This design comes from an exercise in tuning for a short achievable clock period and few clock cycles on the open sky130 flow, not from production work.
The RTL was checked by simulation tests, not by an equivalence proof against the original design.

==> flow/design.v <==
package tiny_cpu_pkg;
  localparam int data_w        = 8;     
  localparam int mem_depth     = 256;   
  localparam int reg_count     = 4;
  localparam int reg_addr_bits = $clog2(reg_count);
  localparam logic [reg_addr_bits-1:0] link_reg = 2'd3;   
  localparam logic [1:0] wb_alu     = 2'd0;
  localparam logic [1:0] wb_operand = 2'd1;
  localparam logic [1:0] wb_mem     = 2'd2;
  localparam logic [1:0] wb_link    = 2'd3;
  typedef enum logic [3:0] {
    op_add  = 4'h0,
    op_sub  = 4'h1,
    op_and  = 4'h2,
    op_or   = 4'h3,
    op_xor  = 4'h4,
    op_shl  = 4'h5,
    op_mov  = 4'h6,
    op_li   = 4'h7,
    op_lw   = 4'h8,
    op_sw   = 4'h9,
    op_beq  = 4'hA,
    op_bne  = 4'hB,
    op_j    = 4'hC,
    op_jal  = 4'hD,
    op_jr   = 4'hE,
    op_halt = 4'hF
  } opcode_t;
  typedef enum logic [1:0] {
    fetch   = 2'd0,
    operand = 2'd1,
    exec    = 2'd2,
    mem     = 2'd3
  } cpu_state_t;
  typedef enum logic [1:0] {
    pc_seq = 2'd0,
    pc_rel = 2'd1,
    pc_abs = 2'd2,
    pc_reg = 2'd3
  } pc_sel_t;
  typedef struct packed {
    logic [data_w-1:0] addr;
    logic [data_w-1:0] data;
  } load_t;
  typedef struct packed {
    opcode_t                  alu_op;
    logic                     reg_w_en;
    logic [1:0]               wb_sel;
    logic                     mem_w_en;
    logic                     mem_r_en;
    logic [reg_addr_bits-1:0] reg_addr_w;
    logic [reg_addr_bits-1:0] reg_addr_0;
    logic [reg_addr_bits-1:0] reg_addr_1;
  } ctrl_t;
  typedef struct packed {
    logic [data_w-1:0]        pc;
    opcode_t                  opcode;
    logic                     reg_w_en;
    logic [reg_addr_bits-1:0] reg_addr_w;
    logic [data_w-1:0]        reg_data_w;
    logic                     mem_w_en;
    logic [data_w-1:0]        mem_addr;
    logic [data_w-1:0]        mem_data;
    logic                     overflow;
  } retire_t;
endpackage
module cpu
(
  input  logic        clk,
  input  logic        reset,
  input  logic        run,
  input  logic        load_req,
  input  logic [15:0] load,         
  output logic        load_ack,
  output logic        retire_valid,
  output logic [40:0] retire,       
  output logic        halted
);
  localparam logic [3:0] op_add = 4'h0, op_sub = 4'h1, op_and = 4'h2, op_or  = 4'h3,
                         op_xor = 4'h4, op_shl = 4'h5, op_mov = 4'h6, op_li  = 4'h7,
                         op_lw  = 4'h8, op_sw  = 4'h9, op_beq = 4'hA, op_bne = 4'hB,
                         op_j   = 4'hC, op_jal = 4'hD, op_jr  = 4'hE, op_halt = 4'hF;
  function automatic logic [255:0] dec256(input logic [7:0] v);
    logic [15:0] hi, lo;
    hi = 16'd1 << v[7:4];
    lo = 16'd1 << v[3:0];
    for (int i = 0; i < 256; i++)
      dec256[i] = hi[i / 16] && lo[i % 16];
  endfunction
  function automatic logic is_two(input logic [7:0] ins);
    is_two = (ins[7:4] == op_li) || (ins[7:4] == op_beq) || (ins[7:4] == op_bne) ||
             (ins[7:4] == op_j)  || (ins[7:4] == op_jal);
  endfunction
  function automatic logic [7:0] target(input logic [7:0] pc, input logic [7:0] ins,
                                        input logic [7:0] imm);
    target = (ins[7:4] == op_j || ins[7:4] == op_jal) ? imm : pc + 8'd2 + imm;
  endfunction
  function automatic logic [255:0] rot1(input logic [255:0] v);
    rot1 = {v[254:0], v[255]};
  endfunction
  function automatic logic [255:0] rot2(input logic [255:0] v);
    rot2 = {v[253:0], v[255:254]};
  endfunction
  logic [7:0] prog [256];
  logic       load_write;
  assign load_write = load_req && !load_ack && !run;
  always_ff @(posedge clk)
  begin
    if (reset)
      load_ack <= 1'b0;
    else if (load_write)
      load_ack <= 1'b1;
    else if (!load_req)
      load_ack <= 1'b0;
  end
  logic [255:0] load_sel;
  assign load_sel = dec256(load[15:8]);
  for (genvar i = 0; i < 256; i++)
  begin : g_prog
    always_ff @(posedge clk)
      if (load_write && load_sel[i])
        prog[i] <= load[7:0];
  end
  logic [2047:0] prog_0, prog_1, prog_2, prog_3;
  always_comb
    for (int i = 0; i < 256; i++)
    begin
      prog_0[8*i +: 8] = prog[i];
      prog_1[8*i +: 8] = prog[(i + 1) % 256];
      prog_2[8*i +: 8] = prog[(i + 2) % 256];
      prog_3[8*i +: 8] = prog[(i + 3) % 256];
    end
  logic [7:0]   regs [4];    
  logic [7:0]   spec [4];    
  logic [7:0]   dmem [256];  
  logic         stop_q;      
  logic         halted_q;    
  logic         jr_wait;     
  logic [7:0]   ir_q, im_q, pc_q;
  logic [7:0]   s_ir, s_im, s_pc;
  logic [255:0] s_oh;
  logic [7:0]   t_pc;
  logic [255:0] t_oh;
  logic       wb_valid;
  logic       wb_wen;
  logic       wb_mwen;
  logic       wb_halt;
  logic [7:0] wb_pc;
  logic [3:0] wb_op;
  logic [1:0] wb_wa;
  logic [7:0] wb_data;
  logic [7:0] wb_maddr;
  logic [7:0] wb_mdata;
  logic       wb_ovf;
  logic [255:0] fsel [4];    
  logic [15:0]  feq;         
  always_comb
  begin
    for (int x = 0; x < 4; x++)
      fsel[x] = dec256(spec[x]);
    for (int x = 0; x < 4; x++)
      for (int y = 0; y < 4; y++)
        feq[4*x+y] = (spec[x] == spec[y]);
  end
  logic [3:0]   op;
  logic [1:0]   rd, rs;
  logic [7:0]   a, b;
  logic [7:0]   sum, diff, res;
  logic         ovf, eq, is_br, taken, bubble, ex_ok, go;
  logic         wen, mwen, is_halt;
  logic [1:0]   wa;
  logic [7:0]   maddr, mdata;
  logic [255:0] dsel;
  logic [7:0]   dm, ldv;
  assign op = ir_q[7:4];
  assign rd = ir_q[3:2];
  assign rs = ir_q[1:0];
  assign a  = spec[rd];
  assign b  = spec[rs];
  assign sum  = a + b;
  assign diff = a - b;
  assign eq   = feq[{rd, rs}];
  assign ex_ok  = !stop_q && !halted_q;
  assign is_br  = (op == op_beq) || (op == op_bne);
  assign bubble = (op == op_jr) && !jr_wait;
  assign taken  = (op == op_j) || (op == op_jal) || (op == op_jr) || (is_br && (eq ^ op[0]));
  assign go     = ex_ok && !bubble;    
  always_comb
    for (int i = 0; i < 256; i++)
      dsel[i] = (rs == 2'd0 && fsel[0][i]) || (rs == 2'd1 && fsel[1][i]) ||
                (rs == 2'd2 && fsel[2][i]) || (rs == 2'd3 && fsel[3][i]);
  logic [2047:0] dmem_flat;
  always_comb
    for (int i = 0; i < 256; i++)
      dmem_flat[8*i +: 8] = dmem[i];
  rd256 u_rd_dm (.sel(dsel), .d(dmem_flat), .q(dm));
  assign ldv = (wb_mwen && wb_maddr == b) ? wb_mdata : dm;
  always_comb
  begin
    res     = '0;
    ovf     = 1'b0;
    wen     = 1'b0;
    wa      = rd;
    mwen    = 1'b0;
    maddr   = '0;
    mdata   = '0;
    is_halt = 1'b0;
    case (op)
      op_add:
      begin
        res = sum;
        ovf = (a[7] == b[7]) && (sum[7] != a[7]);
        wen = 1'b1;
      end
      op_sub:
      begin
        res = diff;
        ovf = (a[7] != b[7]) && (diff[7] != a[7]);
        wen = 1'b1;
      end
      op_and: begin res = a & b;       wen = 1'b1; end
      op_or:  begin res = a | b;       wen = 1'b1; end
      op_xor: begin res = a ^ b;       wen = 1'b1; end
      op_shl: begin res = a << b[2:0]; wen = 1'b1; end
      op_mov: begin res = b;           wen = 1'b1; end
      op_li:  begin res = im_q;        wen = 1'b1; end
      op_lw:
      begin
        res   = ldv;
        wen   = 1'b1;
        maddr = b;
      end
      op_sw:
      begin
        mwen  = 1'b1;
        maddr = a;
        mdata = b;
      end
      op_jal:
      begin
        res = pc_q + 8'd2;
        wen = 1'b1;
        wa  = 2'd3;
      end
      op_halt:
        is_halt = 1'b1;
      default: ;
    endcase
    if (!wen)
      wa = '0;
  end
  logic         s_two, b_two;
  logic [7:0]   t_pc1, t_pc2;
  logic [255:0] oh_a;
  logic [7:0]   a0, a1, b0, b1, b2, b3;
  assign s_two = is_two(s_ir);
  assign oh_a  = s_two ? rot2(s_oh) : rot1(s_oh);
  rd256 u_rd_a0 (.sel(oh_a), .d(prog_0), .q(a0));
  rd256 u_rd_a1 (.sel(oh_a), .d(prog_1), .q(a1));
  rd256 u_rd_b0 (.sel(t_oh), .d(prog_0), .q(b0));
  rd256 u_rd_b1 (.sel(t_oh), .d(prog_1), .q(b1));
  rd256 u_rd_b2 (.sel(t_oh), .d(prog_2), .q(b2));
  rd256 u_rd_b3 (.sel(t_oh), .d(prog_3), .q(b3));
  assign b_two = is_two(b0);
  logic [7:0]   n_ir, n_im, n_pc, n_sir, n_sim, n_spc, n_tpc;
  logic [255:0] n_soh, n_toh;
  always_comb
  begin
    if (taken)
    begin
      n_ir  = b0;
      n_im  = b1;
      n_pc  = t_pc;
      n_sir = b_two ? b2 : b1;
      n_sim = b_two ? b3 : b2;
      n_spc = b_two ? t_pc2 : t_pc1;
      n_soh = b_two ? rot2(t_oh) : rot1(t_oh);
    end
    else
    begin
      n_ir  = s_ir;
      n_im  = s_im;
      n_pc  = s_pc;
      n_sir = a0;
      n_sim = a1;
      n_spc = s_pc + (s_two ? 8'd2 : 8'd1);
      n_soh = oh_a;
    end
  end
  logic [7:0] tpc_t, tpc_s;
  logic [255:0] toh_t;
  assign t_pc1 = t_pc + 8'd1;
  assign t_pc2 = t_pc + 8'd2;
  assign tpc_t = target(t_pc, b0, b1);
  assign tpc_s = target(s_pc, s_ir, s_im);
  assign n_tpc = taken ? tpc_t : tpc_s;
  dec_sum u_dec_t (.base(t_pc2), .off(b1), .jmp(b0[7:4] == op_j || b0[7:4] == op_jal), .oh(toh_t));
  assign n_toh = taken ? toh_t : dec256(tpc_s);
  logic         z_two;
  logic [7:0]   z_tpc;
  assign z_two = is_two(prog[0]);
  assign z_tpc = target(8'd0, prog[0], prog[1]);
  always_ff @(posedge clk)
  begin
    if (reset || !run)
    begin
      ir_q    <= prog[0];
      im_q    <= prog[1];
      pc_q    <= 8'd0;
      s_ir    <= z_two ? prog[2] : prog[1];
      s_im    <= z_two ? prog[3] : prog[2];
      s_pc    <= z_two ? 8'd2 : 8'd1;
      s_oh    <= z_two ? 256'd4 : 256'd2;
      t_pc    <= z_tpc;
      t_oh    <= dec256(z_tpc);
      jr_wait <= 1'b0;
    end
    else if (bubble)
    begin
      t_pc    <= b;
      t_oh    <= fsel[rs];
      jr_wait <= 1'b1;
    end
    else
    begin
      ir_q    <= n_ir;
      im_q    <= n_im;
      pc_q    <= n_pc;
      s_ir    <= n_sir;
      s_im    <= n_sim;
      s_pc    <= n_spc;
      s_oh    <= n_soh;
      t_pc    <= n_tpc;
      t_oh    <= n_toh;
      jr_wait <= 1'b0;
    end
  end
  always_ff @(posedge clk)
  begin
    if (reset)
    begin
      for (int x = 0; x < 4; x++)
        regs[x] <= '0;
    end
    else if (run && wb_wen)
      regs[wb_wa] <= wb_data;
  end
  always_ff @(posedge clk)
  begin
    if (reset)
    begin
      for (int x = 0; x < 4; x++)
        spec[x] <= '0;
    end
    else if (!run)
    begin
      for (int x = 0; x < 4; x++)
        spec[x] <= regs[x];
    end
    else if (go && wen)
      spec[wa] <= res;
  end
  logic [255:0] st_sel;
  assign st_sel = dec256(wb_maddr);
  for (genvar i = 0; i < 256; i++)
  begin : g_dmem
    always_ff @(posedge clk)
      if (run && wb_mwen && st_sel[i])
        dmem[i] <= wb_mdata;
  end
  always_ff @(posedge clk)
  begin
    if (reset)
      halted_q <= 1'b0;
    else if (run && wb_halt)
      halted_q <= 1'b1;
  end
  always_ff @(posedge clk)
  begin
    if (reset || !run)
    begin
      stop_q   <= 1'b0;
      wb_valid <= 1'b0;
      wb_wen   <= 1'b0;
      wb_mwen  <= 1'b0;
      wb_halt  <= 1'b0;
    end
    else
    begin
      stop_q   <= stop_q || (go && is_halt);
      wb_valid <= go;
      wb_wen   <= go && wen;
      wb_mwen  <= go && mwen;
      wb_halt  <= go && is_halt;
    end
  end
  always_ff @(posedge clk)
  begin
    wb_pc    <= pc_q;
    wb_op    <= op;
    wb_wa    <= wa;
    wb_data  <= wen ? res : 8'd0;
    wb_maddr <= maddr;
    wb_mdata <= mdata;
    wb_ovf   <= ovf;
  end
  assign retire_valid = run && wb_valid;
  assign halted       = halted_q || (run && wb_halt);
  assign retire       = {wb_pc, wb_op, wb_wen, wb_wa, wb_data, wb_mwen, wb_maddr, wb_mdata, wb_ovf};
endmodule
module rd256
(
  input  logic [255:0]  sel,
  input  logic [2047:0] d,
  output logic [7:0]    q
);
  logic [127:0] g;
  for (genvar k = 0; k < 16; k++)
  begin : g_grp
    rd16 u_grp (.sel(sel[16*k +: 16]), .d(d[128*k +: 128]), .q(g[8*k +: 8]));
  end
  or16 u_or (.d(g), .q(q));
endmodule
module rd16
(
  input  logic [15:0]  sel,
  input  logic [127:0] d,
  output logic [7:0]   q
);
  always_comb
  begin
    q = '0;
    for (int i = 0; i < 16; i++)
      q = q | ({8{sel[i]}} & d[8*i +: 8]);
  end
endmodule
module or16
(
  input  logic [127:0] d,
  output logic [7:0]   q
);
  always_comb
  begin
    q = '0;
    for (int i = 0; i < 16; i++)
      q = q | d[8*i +: 8];
  end
endmodule
module dec_sum
(
  input  logic [7:0]   base,
  input  logic [7:0]   off,
  input  logic         jmp,
  output logic [255:0] oh
);
  logic [15:0] off_lo, off_hi, lo, hi0, hi, lo_j, hi_j;
  logic        c4;
  assign off_lo = 16'd1 << off[3:0];
  assign off_hi = 16'd1 << off[7:4];
  logic [15:0] b_lo, b_hi;
  assign b_lo = 16'd1 << base[3:0];
  assign b_hi = 16'd1 << base[7:4];
  always_comb
  begin
    for (int j = 0; j < 16; j++)
    begin
      lo[j]  = 1'b0;
      hi0[j] = 1'b0;
      for (int k = 0; k < 16; k++)
      begin
        lo[j]  = lo[j]  | (off_lo[k] & b_lo[(j - k + 16) % 16]);
        hi0[j] = hi0[j] | (off_hi[k] & b_hi[(j - k + 16) % 16]);
      end
    end
    c4 = 1'b0;
    for (int k = 1; k < 16; k++)
      c4 = c4 | (off_lo[k] & (base[3:0] >= 5'(16 - k)));
  end
  assign hi   = c4 ? {hi0[14:0], hi0[15]} : hi0;
  assign lo_j = jmp ? off_lo : lo;
  assign hi_j = jmp ? off_hi : hi;
  always_comb
    for (int i = 0; i < 256; i++)
      oh[i] = hi_j[i / 16] && lo_j[i % 16];
endmodule
==> flow/flow/run.sh <==
#!/bin/bash
# The standard layout (standard.sh), changed in two ways:
#  - timing repair aims at an 8.5 ns setup margin instead of 5, so that paths
#    with slack to spare at the 12 ns target, the port buffers among them,
#    are also sped up (TNS repair limited to the worst 10% of endpoints);
#  - the port buffers are buf_4 cells.
# Every port keeps its buffer; the synthesis, floorplan, power grid and
# constraints are the standard flow's. The ORFS logs are in orfs/logs.
set -euo pipefail
cat >> config.mk <<'EOC'
export BUFFER_PORTS_ARGS = -buffer_cell sky130_fd_sc_hd__buf_4
export TNS_END_PERCENT = 10
EOC
sed 's/SETUP_SLACK_MARGIN=5 /SETUP_SLACK_MARGIN=8.5 /' standard.sh > standard_fast.sh
grep -q 'SETUP_SLACK_MARGIN=8.5 ' standard_fast.sh
bash standard_fast.sh > standard.log 2>&1
==> flow/standard.sh <==
#!/bin/bash
# synth_recipe.tcl (not shown) runs the flow's synth.tcl, then flattens the netlist and writes it again
# the make line also repeats each setting of config.mk as NAME=value (left out here)
make -C /OpenROAD-flow-scripts/flow DESIGN_CONFIG=/design/flow/config.mk WORK_HOME=/design/flow/orfs CLKGATE_MAP_FILE= SYNTH_SCRIPT=/design/flow/synth_recipe.tcl "${@:-finish}"
==> flow/config.mk <==
export PLATFORM = sky130hd
export DESIGN_NAME = cpu
export DESIGN_NICKNAME = cpu
export VERILOG_FILES = /design/flow/design.v
export SDC_FILE = /design/flow/constraint.sdc
export NUM_CORES = 4
export LEC_CHECK = 0
export CAP_MARGIN = 30
export CORE_MARGIN = 2
export CORE_UTILIZATION = 40
export SETUP_SLACK_MARGIN = 5
export SLEW_MARGIN = 30
export SYNTH_HIERARCHICAL = 1
export SYNTH_MINIMUM_KEEP_SIZE = 0
export BUFFER_PORTS_ARGS = -buffer_cell sky130_fd_sc_hd__buf_4
export TNS_END_PERCENT = 10
==> flow/constraint.sdc <==
create_clock -name core_clock -period 12.0 [get_ports {clk}]
set_input_delay 2.4000 -clock core_clock [delete_from_list [all_inputs] [get_ports {clk}]]
set_output_delay 2.4000 -clock core_clock [all_outputs]
set_load 0.01 [all_outputs]
==> impl_metrics.json, run 1 <==
{
  "final_area_um2": 324300,
  "multi_input_area_um2": 123900,
  "relSlewSlack": 0.1242,
  "clock_skew_ns": 0.1089,
  "die_area_um2": 682800,
  "critPathCaptureType": "flip-flop",
  "grt_pass1_wl_um": 2241000,
  "overflow": 0,
  "coreArea_um2": 675200,
  "hold_buffers": 0,
  "htree_levels": 6,
  "path_cells": "buf_4 -> buf_8 -> a221oi_2 -> nand4_1 -> nor4_2 -> buf_6 -> nand4_1 -> buf_6 -> buf_12 -> or4b_4 -> buf_8 -> o22ai_2 -> nor4_2 -> nand3_1 -> buf_6 -> nor3_4 -> buf_12 -> nor4_4 -> a222oi_1 -> o211ai_1",
  "cp_slowest_cell": "nand4_1",
  "grt_util_all_layers": 0.4802,
  "cp_num_buf_inv": 8,
  "worst_pin_slew_ns": 1.314,
  "cts_buffers": 548,
  "ys_types": 98,
  "postPlaceCellArea_um2": 277600,
  "rows": 302,
  "synth_warnings": 13,
  "drv_cap": 0,
  "status": "finished clean",
  "crit_top_cell": "buf_6",
  "avgRoutedWirePerCell_um": 53.88,
  "r2r_end": "t_oh[40]$_DFF_P_",
  "hold_end": "wb_pc[0]$_DFF_P_",
  "cp_max_fo": 25,
  "cts_buffer_depth": 4,
  "avgViaCountPerCell": 8.129,
  "clock-root-buffer": "clkbuf_16",
  "portBuffers": 63,
  "synthTopCellsByArea": "edfxtp_1, a22o_1, a221oi_1",
  "start_kind": "flip-flop",
  "worstSetupPathType": "flip-flop to flip-flop",
  "rsz0062_at_grt": "yes",
  "io_pins": 64,
  "reg2reg_slack_ns": 5.84,
  "drt-total-wl_um": 1722000,
  "synth.avg_cell_area_um2": 12.61,
  "cts_tree": "yes",
  "path_clk_slew_ns": 0.07,
  "synth_area_leader_cell": "edfxtp_1",
  "final_util": 0.4802,
  "max_stage_delay_ns": 0.75,
  "async_flop_share": 0,
  "num-nets-final": 22250,
  "netlist.area_leader.share": 0.4947,
  "grt_pass1_vias": 231000,
  "drt_iter0_drc": 48020,
  "worstRegToRegCells": 20,
  "layout-drive-gt1-share": 0.2745,
  "gp_routability_congestion": 1.108,
  "synth_ff_type": "edfxtp_1",
  "synth-edff-count": 4456,
  "timing.final.max_slew_violations": 0,
  "fin_tns_setup_ns": 0,
  "area_delta_synth_final_pct": 19.88,
  "yosysSeqAreaShare": 0.5186,
  "insertion_delay_ns": 1.21,
  "syn-num-nets": 21530,
  "synthMostInstantiatedCell": "edfxtp_1",
  "ant_nets": 0,
  "arrival_ns": 7.06,
  "period_needed_ns": 6.158,
  "num_vias": 259800,
  "hpwl_um": 1152000,
  "finalCritPeriodShare": 0.5132,
  "synth_common_cells": "edfxtp_1, a22o_1, a221oi_1",
  "min_from": "pc_q[0]$_SDFFE_PN0N_",
  "nFillCells": 59230,
  "ys_ff_latch": 4779,
  "start_util": 0.4006,
  "reg2reg_from": "t_oh[120]$_DFF_P_",
  "die_y_um": 826.3,
  "cts.sinks": 4779,
  "seqCellArea_um2": 140400,
  "syn_inst": 21460,
  "antenna_found_initial": 236,
  "hold_violations": 0,
  "syn_area_um2": 270500,
  "die_x_um": 826.3,
  "hp-class": "flip-flop to flip-flop",
  "path_delay_family": "simple AND/OR/NAND/NOR gates",
  "fmax_mhz": 162.4,
  "drc": 0,
  "drtPass1Iterations": 13,
  "cp.required_ns": 12.90,
  "setup_viol": 0,
  "holdPathStages": 0,
  "grt_start_max_net_pins": 165
}
==> cell families after synthesis <==
| family | count (synthesis) | share of synthesized area |
|---|---|---|
| fa+ha+maj | 56 | 0.002729 |
| simple gates | 3797 | 0.07447 |
| mux | 631 | 0.02549 |
| buf+inv | 2697 | 0.07132 |
| compound gates | 9395 | 0.3041 |
| flops | 4779 | 0.5186 |
| xor+xnor | 102 | 0.003303 |
==> worst register-to-register path, delay by kind of cell, from the launching register on <==
kind,cells,cell delay [ns]
flip-flops,1,0.30
AND/OR/NAND/NOR,8,2.44
buffers and inverters,8,1.60
AO/OA/AOI/OAI,4,1.55
==> worst max path at each step <==
stage	from	to	slack [ns]	depth (start not counted)
6_report	t_oh[120]$_DFF_P_	t_oh[40]$_DFF_P_	5.84	20
5_1_grt	prog[92][4]$_DFFE_PP_	t_oh[40]$_DFF_P_	6.04	18
3_3_place_gp	prog[1][1]$_DFFE_PP_	t_oh[212]$_DFF_P_	2.14	16
2_1_floorplan	run	halted	6.87	2
3_5_place_dp	t_oh[198]$_DFF_P_	t_oh[246]$_DFF_P_	4.27	20
4_1_cts	t_oh[84]$_DFF_P_	t_oh[239]$_DFF_P_	6.39	20
==> Yosys stat by module (local to each module, per instance), a selection <==
| module | flip-flops and latches | cell area, µm² | cells |
|---|---|---|---|
| rd16 | 0 | 778.2 | 88 |
| dec_sum | 0 | 7506 | 1137 |
| cpu | 4779 | 174100 | 10180 |
| or16 | 0 | 250.2 | 40 |
==> layout make-up <==
type / instances / share of cell area
Antenna cell: 390 / 0.003010
Clock buffer: 676 / 0.04418
Clock inverter: 307 / 0.01035
Inverter: 54 / 0.0007023
Multi-Input combinational cell: 14000 / 0.3822
Sequential cell: 4779 / 0.4331
Tap cell: 8968 / 0.03460
Timing Repair Buffer: 2797 / 0.09186
==> through the flow <==
step | setup slack, ns | std cells | hold slack [ns]
floorplan | 6.866 | 21460 | 0.3462
finish | 5.842 | 31970 | 0.4189
global placement | 2.136 | 29220 | 0.4172
detailed placement | 4.272 | 29300 | 0.4212
global route | 6.044 | 31640 | 0.4256
CTS | 6.394 | 31240 | 0.4124
==> routing by layer <==
| metal | wire [µm] | up-vias | share of wire | GRT usage |
|---|---|---|---|---|
| li1 | - | 95910 | - | - |
| met1 | 581100 | 130400 | 0.34 | 0.5500 |
| met2 | 701800 | 25710 | 0.41 | 0.6866 |
| met3 | 233800 | 7708 | 0.14 | 0.1970 |
| met4 | 204500 | 124 | 0.12 | 0.4278 |
| met5 | 1133 | - | 0.00066 | 0.008054 |
==> state kept, by name, summed over array words and instances, names as in the netlist, 2 cells and up, named ones only <==
| register | cells |
|---|---|
| s_oh | 256 |
| s_im | 8 |
| regs | 32 |
| wb_op | 4 |
| ir_q | 8 |
| pc_q | 8 |
| t_oh | 256 |
| spec | 32 |
| t_pc | 8 |
| prog | 2048 |
| dmem | 2048 |
| s_ir | 8 |
| im_q | 8 |
| s_pc | 8 |
| wb_pc | 8 |
| wb_maddr | 8 |
| wb_wa | 2 |
| wb_data | 8 |
| wb_mdata | 8 |
==> repair_timing <==
| action | CTS | global route |
|---|---|---|
| resized for setup | 2172 | 798 |
| pin swaps | 532 | 404 |
| buffers inserted | 840 | 294 |
| endpoints found under the setup margin | 4623 | 5167 |
| cloned | 118 | 18 |
| endpoints found under the hold margin | 0 | 0 |
==> cells in the final DEF (no fill, tap or decap), types with 179 or more instances in the layout <==
| cell | instances |
|---|---|
| a221oi_1 | 2813 |
| a221oi_2 | 795 |
| a22o_1 | 3622 |
| buf_12 | 254 |
| buf_4 | 1830 |
| buf_6 | 457 |
| clkbuf_16 | 570 |
| dfxtp_1 | 248 |
| diode_2 | 390 |
| edfxtp_1 | 4456 |
| mux2i_1 | 219 |
| nand2_1 | 513 |
| nand3_1 | 332 |
| nand4_1 | 986 |
| nor2_1 | 772 |
| nor4_4 | 179 |
| o211ai_1 | 189 |
| o22ai_1 | 286 |
| o31ai_1 | 218 |
Testbench counts, summed over its fixed seeds: cycles 80,938.
==> run 2, diff against run 1 <==
--- a/flow/design.v
+++ b/flow/design.v
@@ -439,12 +439,30 @@
   input  logic [127:0] d,
   output logic [7:0]   q
 );
-  always_comb
-  begin
-    q = '0;
-    for (int i = 0; i < 16; i++)
-      q = q | d[8*i +: 8];
+  logic [63:0] l1;
+  logic [31:0] l2;
+  logic [15:0] l3;
+  for (genvar k = 0; k < 8; k++)
+  begin : g_l1
+    or2x8 u_or (.a(d[16*k +: 8]), .b(d[16*k+8 +: 8]), .q(l1[8*k +: 8]));
   end
+  for (genvar k = 0; k < 4; k++)
+  begin : g_l2
+    or2x8 u_or (.a(l1[16*k +: 8]), .b(l1[16*k+8 +: 8]), .q(l2[8*k +: 8]));
+  end
+  for (genvar k = 0; k < 2; k++)
+  begin : g_l3
+    or2x8 u_or (.a(l2[16*k +: 8]), .b(l2[16*k+8 +: 8]), .q(l3[8*k +: 8]));
+  end
+  or2x8 u_l4 (.a(l3[7:0]), .b(l3[15:8]), .q(q));
+endmodule
+module or2x8
+(
+  input  logic [7:0] a,
+  input  logic [7:0] b,
+  output logic [7:0] q
+);
+  assign q = a | b;
 endmodule
 module dec_sum
 (
--- a/flow/config.mk
+++ b/flow/config.mk
@@ -5,11 +5,11 @@
 export SDC_FILE = /design/flow/constraint.sdc
 export NUM_CORES = 4
 export LEC_CHECK = 0
-export CAP_MARGIN = 30
+export CAP_MARGIN = 20
 export CORE_MARGIN = 2
-export CORE_UTILIZATION = 40
+export CORE_UTILIZATION = 42
 export SETUP_SLACK_MARGIN = 5
-export SLEW_MARGIN = 30
+export SLEW_MARGIN = 20
 export SYNTH_HIERARCHICAL = 1
 export SYNTH_MINIMUM_KEEP_SIZE = 0
 export BUFFER_PORTS_ARGS = -buffer_cell sky130_fd_sc_hd__buf_4
==> run 2 against run 1 <==
Effect of this change:
- the layout now fails its checks (capacitance limit, slew limit)
- global-route usage down 1.4 points
- non-clock buffer count down 393
- sequential share of layout area up 0.30 points
- synthesized area up 1.3%
- fmax down 4.9%
- cell count up 0.37%
- critical path depth up 1
- first-iteration DRC count up 5.5%
- via count down 1.3%
- critical path type unchanged
==> impl_metrics.json, run 2 <==
{
  "critPathCaptureType": "flip-flop",
  "drc": 0,
  "synth_common_cells": "edfxtp_1, a22o_1, a221oi_1",
  "synth-compound-area-share": 0.3002,
  "yosysSeqAreaShare": 0.5120,
  "cts.sinks": 4779,
  "die_y_um": 811.7,
  "hold_violations": 0,
  "finalCritPeriodShare": 0.5394,
  "clock-root-buffer": "clkbuf_16",
  "cts_tree": "yes",
  "rows": 296,
  "synth_area_leader_cell": "edfxtp_1",
  "cp_slowest_cell": "a222oi_1",
  "hp-class": "flip-flop to flip-flop",
  "cts_buffer_depth": 4,
  "status": "complete, but fails checks",
  "avgViaCountPerCell": 7.990,
  "coreArea_um2": 650000,
  "postPlaceCellArea_um2": 277400,
  "biggestRegsByFlops": "dmem x2048, prog x2048",
  "cts_buffers": 552,
  "drtPass1Iterations": 12,
  "fmax_mhz": 154.5,
  "cp_max_fo": 34,
  "area_delta_synth_final_pct": 17.63,
  "synth-simple-area-share": 0.08630,
  "avgRoutedWirePerCell_um": 50.70,
  "insertion_delay_ns": 1.19,
  "synthMostInstantiatedCell": "edfxtp_1",
  "synth.avg_cell_area_um2": 12.44,
  "drt_iter0_drc": 50670,
  "timing.final.max_slew_violations": 1,
  "crit_top_cell": "or2_4",
  "ys_ff_latch": 4779,
  "synthAdderAreaFrac": 0.002694,
  "synth_xor_area_frac": 0.003261,
  "synth_ff_type": "edfxtp_1",
  "setup_viol": 0,
  "period_needed_ns": 6.472,
  "dp.cells": 29270,
  "synth_top_family_by_area": "compound AO/OA/AOI/OAI gates",
  "syn-num-nets": 22090,
  "drt-total-wl_um": 1627000,
  "netlist.area_leader.share": 0.4884,
  "drv_cap": 2,
  "num-nets-final": 22430,
  "antenna_found_initial": 290,
  "path_clk_slew_ns": 0.06,
  "gp_routability_congestion": 1.103,
  "mostFrequentLayoutCells": "edfxtp_1, a22o_1, a221oi_1, buf_4, nand4_1",
  "so_faults": "capacitance limit, slew limit",
  "hold_buffers": 0,
  "num_vias": 256400,
  "cp.required_ns": 12.80,
  "hpwl_um": 1070000,
  "worst_pin_slew_ns": 1.494,
  "rsz0062_at_grt": "yes",
  "final_util": 0.4959,
  "die_x_um": 811.7,
  "final_area_um2": 322300,
  "syn_inst": 22020,
  "clock_skew_ns": 0.09221,
  "grt_pass1_vias": 228700,
  "grt_pass1_wl_um": 2122000,
  "io_pins": 64,
  "grt_start_max_net_pins": 169,
  "synthTopCellsByArea": "edfxtp_1, a22o_1, a221oi_1",
  "die_area_um2": 658800,
  "arrival_ns": 7.27,
  "max_stage_delay_ns": 0.73,
  "htree_levels": 6,
  "ys_types": 99,
  "nFillCells": 56960,
  "path_delay_family": "simple AND/OR/NAND/NOR gates",
  "synth-edff-count": 4456,
  "overflow": 0,
  "grt_util_all_layers": 0.4659,
  "async_flop_share": 0,
  "syn_area_um2": 274000,
  "relSlewSlack": -0.0009479,
  "fin_tns_setup_ns": 0,
  "worstSetupPathType": "flip-flop to flip-flop",
  "path_cells": "buf_8 -> a22o_1 -> a221oi_2 -> nand4_1 -> or2_4 -> or2_4 -> or2_4 -> or2_4 -> nand4b_1 -> buf_6 -> buf_4 -> o22ai_1 -> nor4_2 -> nand3_1 -> buf_6 -> a21oi_4 -> buf_6 -> buf_12 -> nor4_2 -> a222oi_1 -> o211ai_1",
  "synth_warnings": 12,
  "cp_num_buf_inv": 6,
  "final_common_cell": "edfxtp_1",
  "layout-drive-gt1-share": 0.2614,
  "start_util": 0.4215,
  "start_kind": "flip-flop",
  "synthMuxAreaShare": 0.02517,
  "layout.cells.non_filler": 32080,
  "portBuffers": 63,
  "ant_nets": 0
}
## run 2: area by class of cell
class                      instances  area (µm²)  share of cell area
clock buffer                     695       14870             0.04614
inverter                          54       224.0           0.0006949
clock inverter                   310        3176            0.009853
tap                             8642       10810             0.03355
antenna                          638        1597            0.004954
sequential                      4779      140500              0.4361
timing repair buffer            2404       24720             0.07669
multi-input combinational      14560      126400              0.3921
## run 2: logic make-up after synthesis
group                      Yosys count
AOI/OAI and AO/OA                 9395
DFF                               4779
muxes                              631
xor gates and xnor gates           102
buffers and inverters             2697
and+or+nand+nor                   4357
adders and majority gates           56
## run 2: timing repair
action                      CTS  global route
gates resized for setup    1969           942
buffers inserted            682           366
gates cloned                 70            37
setup endpoints to repair  4629          5346
pin swaps                   418           510
## run 2: layer usage
layer / vias up / share of wire / GRT usage
met3: 6493 / 0.14 / 0.1942
met2: 24270 / 0.40 / 0.6594
met5: - / 0.00090 / 0.005918
met1: 128900 / 0.35 / 0.5602
li1: 96520 / - / -
met4: 148 / 0.10 / 0.3584
## run 2: final timing paths
path / start / end / slack (ns) / cells past startpoint
worst min-delay path: stop_q$_SDFF_PN0_ / stop_q$_SDFF_PN0_ / 0.48 / 1
worst max-delay path: t_oh[192]$_DFF_P_ / t_oh[40]$_DFF_P_ / 5.53 / 21
worst min register to register: stop_q$_SDFF_PN0_ / stop_q$_SDFF_PN0_ / 0.48 / 1
worst max register to register: t_oh[192]$_DFF_P_ / t_oh[40]$_DFF_P_ / 5.53 / 21
## run 2: Yosys stat by module (local to each module, per instance), excerpt
| module | cell area, µm² | copies in the design | flip-flops and latches | cells |
|---|---|---|---|---|
| cpu | 174100 | 1 | 4779 | 10180 |
| dec_sum | 7506 | 1 | 0 | 1137 |
| or2x8 | 50.05 | 105 | 0 | 8 |
| rd16 | 778.2 | 112 | 0 | 88 |
## run 2: per-stage QoR
| step | setup slack, ns | hold WS, ns |
|---|---|---|
| 3_3_place_gp | 3.725 | 0.4263 |
| 4_1_cts | 6.192 | 0.4817 |
| 5_1_grt | 5.857 | 0.4964 |
| 3_5_place_dp | 4.405 | 0.4680 |
| 6_report | 5.528 | 0.4755 |
| 2_1_floorplan | 6.866 | 0.3462 |
Testbench counts of run 2, summed over its fixed seeds: cycles 80,938.

static timing again, ports no longer ideal:
The results above use ideal ports. As a check the final layouts listed here were re-extracted and re-timed, cells and wires unchanged.
Step 1 assumes that a clkbuf_16 drives the clock port and a buf_2 every other input.
Step 2 moves the port delays by t, midway between the first and last clock arrival at a register: inputs arrive t later, outputs are due t later. That takes back most of the time a late clock gives input paths.
Three values: ideal ports, drivers, drivers and shift; two values: the first two.
run | t (ns) | slack for setup (ns) | hold slack, ns | worst setup path at the end | worst slew at a driven data input, ns
run 1 | 1.316 | 5.842 / 5.842 / 4.891 | 0.419 / 0.419 / 0.419 | input to register | 0.13
run 2 | 1.303 | 5.528 / 5.528 / 5.100 | 0.476 / 0.476 / 0.476 | input to register | 0.22
For run 1, which loses most, drivers alone change the setup slack by 0.000 ns; drivers and shift together by -0.951 ns.
